Source: an optimization exercise on an open RTL-to-GDS flow (aim: small area, a short achievable clock period and few clock cycles per item). Production flows keep margins and buffers that such runs may drop.
In this exercise RTL edits were held to simulation tests only and were not proved equivalent to the original.

Setup of v2:
==> flow/design.v (excerpt) <==
module idct_stage1_top #(
    parameter int BLOCK_COLS = 40,
    parameter int BLOCK_ROWS = 30,
    parameter int RESULT_BASE = 76800
) (
    input  logic       CLOCK,
    input  logic       Resetn,
    input  logic       start,
    input  logic [15:0] sram_read_data,
    output logic [17:0] sram_address,
    output logic [15:0] sram_write_data,
    output logic       sram_we_n,
    output logic       busy,
    output logic       done
);
Size: roughly 3,500 cells after synthesis, about 580 flip-flops, ~34,000 um2 of cells after synthesis.
Settings: LEC_CHECK=0, CAP_MARGIN=20, CORE_MARGIN=2, CORE_UTILIZATION=40, CTS_CLUSTER_DIAMETER=120, CTS_CLUSTER_SIZE=24, SLEW_MARGIN=20; clock period 12.0 ns.
standard.sh (not shown) runs the stock make flow with config.mk's settings and CLKGATE_MAP_FILE= SYNTH_SCRIPT=/design/flow/synth_recipe.tcl, a recipe that flattens the netlist after the stock synthesis.
==> flow/flow/run.sh <==
#!/bin/bash
set -euo pipefail
export BUFFER_PORTS_ARGS="-buffer_cell sky130_fd_sc_hd__buf_4"
export SETUP_SLACK_MARGIN=8.45
bash standard.sh > standard.log 2>&1
v2 finished end to end and its layout was clean on timing, DRC and antenna.
Testbench counts of v2, summed over its fixed seeds: cycles 614,460, pictures 4.
## Diff of input files: v1 against v2
==> flow/flow/run.sh <==
#!/bin/bash
set -euo pipefail
export BUFFER_PORTS_ARGS="-buffer_cell sky130_fd_sc_hd__buf_2"
export SETUP_SLACK_MARGIN=8.42
bash standard.sh > standard.log 2>&1
- The number of DRC markers after the initial detailed-route iteration of v1 is lower than that of v2.
- NOTE: routed wire length in v1 falls short of that of v2
- v1 completed every stage of the flow, and the final layout passed the timing, design-rule and antenna checks.
- Global-route usage delta (v1 -> v2): insignificant
- Changes observed in v1 relative to v2: core utilization -0.46 points; cell area decreased about 1%; pin slew with the least headroom to its limit -48 ps.

== alpha ==
idct_stage1_top, a different RTL version from the one above (not shown whole).
For scale: about 3800 cells after synthesis.
export LEC_CHECK = 0
export CAP_MARGIN = 20
export CORE_MARGIN = 2
export CORE_UTILIZATION = 40
export CTS_CLUSTER_DIAMETER = 150
export CTS_CLUSTER_SIZE = 30
export SLEW_MARGIN = 20
create_clock -name core_clock -period 12.0 [get_ports {CLOCK}]
==> flow/flow/run.sh <==
#!/bin/bash
set -euo pipefail
export BUFFER_PORTS_ARGS="-buffer_cell sky130_fd_sc_hd__buf_4"
bash standard.sh > standard.log 2>&1
alpha completed end to end with timing, DRC and antenna clean.
Testbench counts of alpha, summed over its fixed seeds: cycles 614,468, pictures 4.
> inputs changed (alpha -> beta)
- CTS_CLUSTER_SIZE removed (was 30)
- CTS_CLUSTER_DIAMETER removed (was 150)
==> flow/run.sh (new file) <==
#!/bin/bash
# synth_recipe.tcl (not shown) runs the flow's synth.tcl, then flattens the netlist and writes it again
# the make line also repeats each setting of config.mk as NAME=value (left out here)
make -C /OpenROAD-flow-scripts/flow DESIGN_CONFIG=/design/flow/config.mk WORK_HOME=/design/flow/orfs CLKGATE_MAP_FILE= SYNTH_SCRIPT=/design/flow/synth_recipe.tcl finish
removed: flow/flow/run.sh
removed: flow/standard.sh
## What came out
In the flow results for alpha and beta, the clock skew is larger on beta.
A last element of the critical path of f1702[18] is what alpha shows, while sram_we_n belongs to beta.
Diff beta..alpha | met1 track demand over resource | negligible
In the tables for alpha and beta, layout overhead on the synthesized area reads higher with beta.
beta against alpha; wire length is up by a few percent.
beta ends up with higher global-route usage than alpha does.
Compared with alpha, beta degrades fmax.
alpha was routed with fewer vias than beta.
The inputs of gamma differ from those of beta as listed below.
- CTS_CLUSTER_DIAMETER newly set to 120
- CTS_CLUSTER_SIZE newly set to 24
Results
- No stage failed in gamma, and the final checks on the layout all came back clean.
- Compared with beta, in gamma clock skew now sits at about the same level; number of vias after detailed routing now sits lower.
Modified inputs, delta compared to gamma
- SLEW_MARGIN changed from 20 to 60
- CTS_CLUSTER_DIAMETER removed (was 120)
- CAP_MARGIN changed from 20 to 60
- CORE_UTILIZATION changed from 40 to 60
- CTS_CLUSTER_SIZE removed (was 24)
[summary]
delta reached the final stage; the timing, design-rule and antenna checks on its layout passed. Of gamma and delta, the lower cell row count belongs to delta. Diff delta..gamma | fraction of the mapped netlist area in simple logic gates | unchanged. Delta(initial antenna violation count, delta - gamma) > 0.
> inputs changed (delta -> epsilon)
- an added CTS_CLUSTER_SIZE of 30
- a change of SLEW_MARGIN from 60 to 20
- an added CTS_CLUSTER_DIAMETER of 150
- a change of CORE_UTILIZATION from 60 to 40
- a change of CAP_MARGIN from 60 to 20
Results
epsilon vs. delta: count of filler cells inserted in the layout shows an increase of 86%; wire length lost 8.4 mm; first-pass GRT wire length lower; cell area fell about 3.4%. Core utilization ends up higher on delta.

-- re-timing with driven ports --
Ports are ideal in the flow. The routed layouts listed here were re-timed in OpenROAD. Step 1 assumes that a clkbuf_16 drives the clock port and a buf_2 every other input. Step 2 moves the port delays by t, midway between the first and last clock arrival at a register: inputs arrive t later, outputs are due t later. That takes back most of the time a late clock gives input paths. a / b / c = ideal ports / drivers / drivers and shift; a / b = the first two.
run | t, ns | setup slack, ns | worst setup path at the end | worst slew at a driven data input, ns
v2 | 0.673 | 8.425 / 8.360 / 8.591 | register to register | 0.03
v1 | 0.680 | 8.429 / 8.363 / 8.527 | register to register | 0.03
alpha | 0.665 | 8.163 / 8.163 / 8.163 | register to register | 0.05
beta | 0.697 | 8.045 / 7.979 / 8.214 | register to register | 0.05
gamma | 0.653 | 8.076 / 8.008 / 8.218 | register to register | 0.04
delta | 0.670 | 8.064 / 8.003 / 8.191 | register to register | 0.04
epsilon | 0.675 | 8.044 / 7.978 / 8.227 | register to register | 0.05
After both steps every run listed still meets setup and hold.
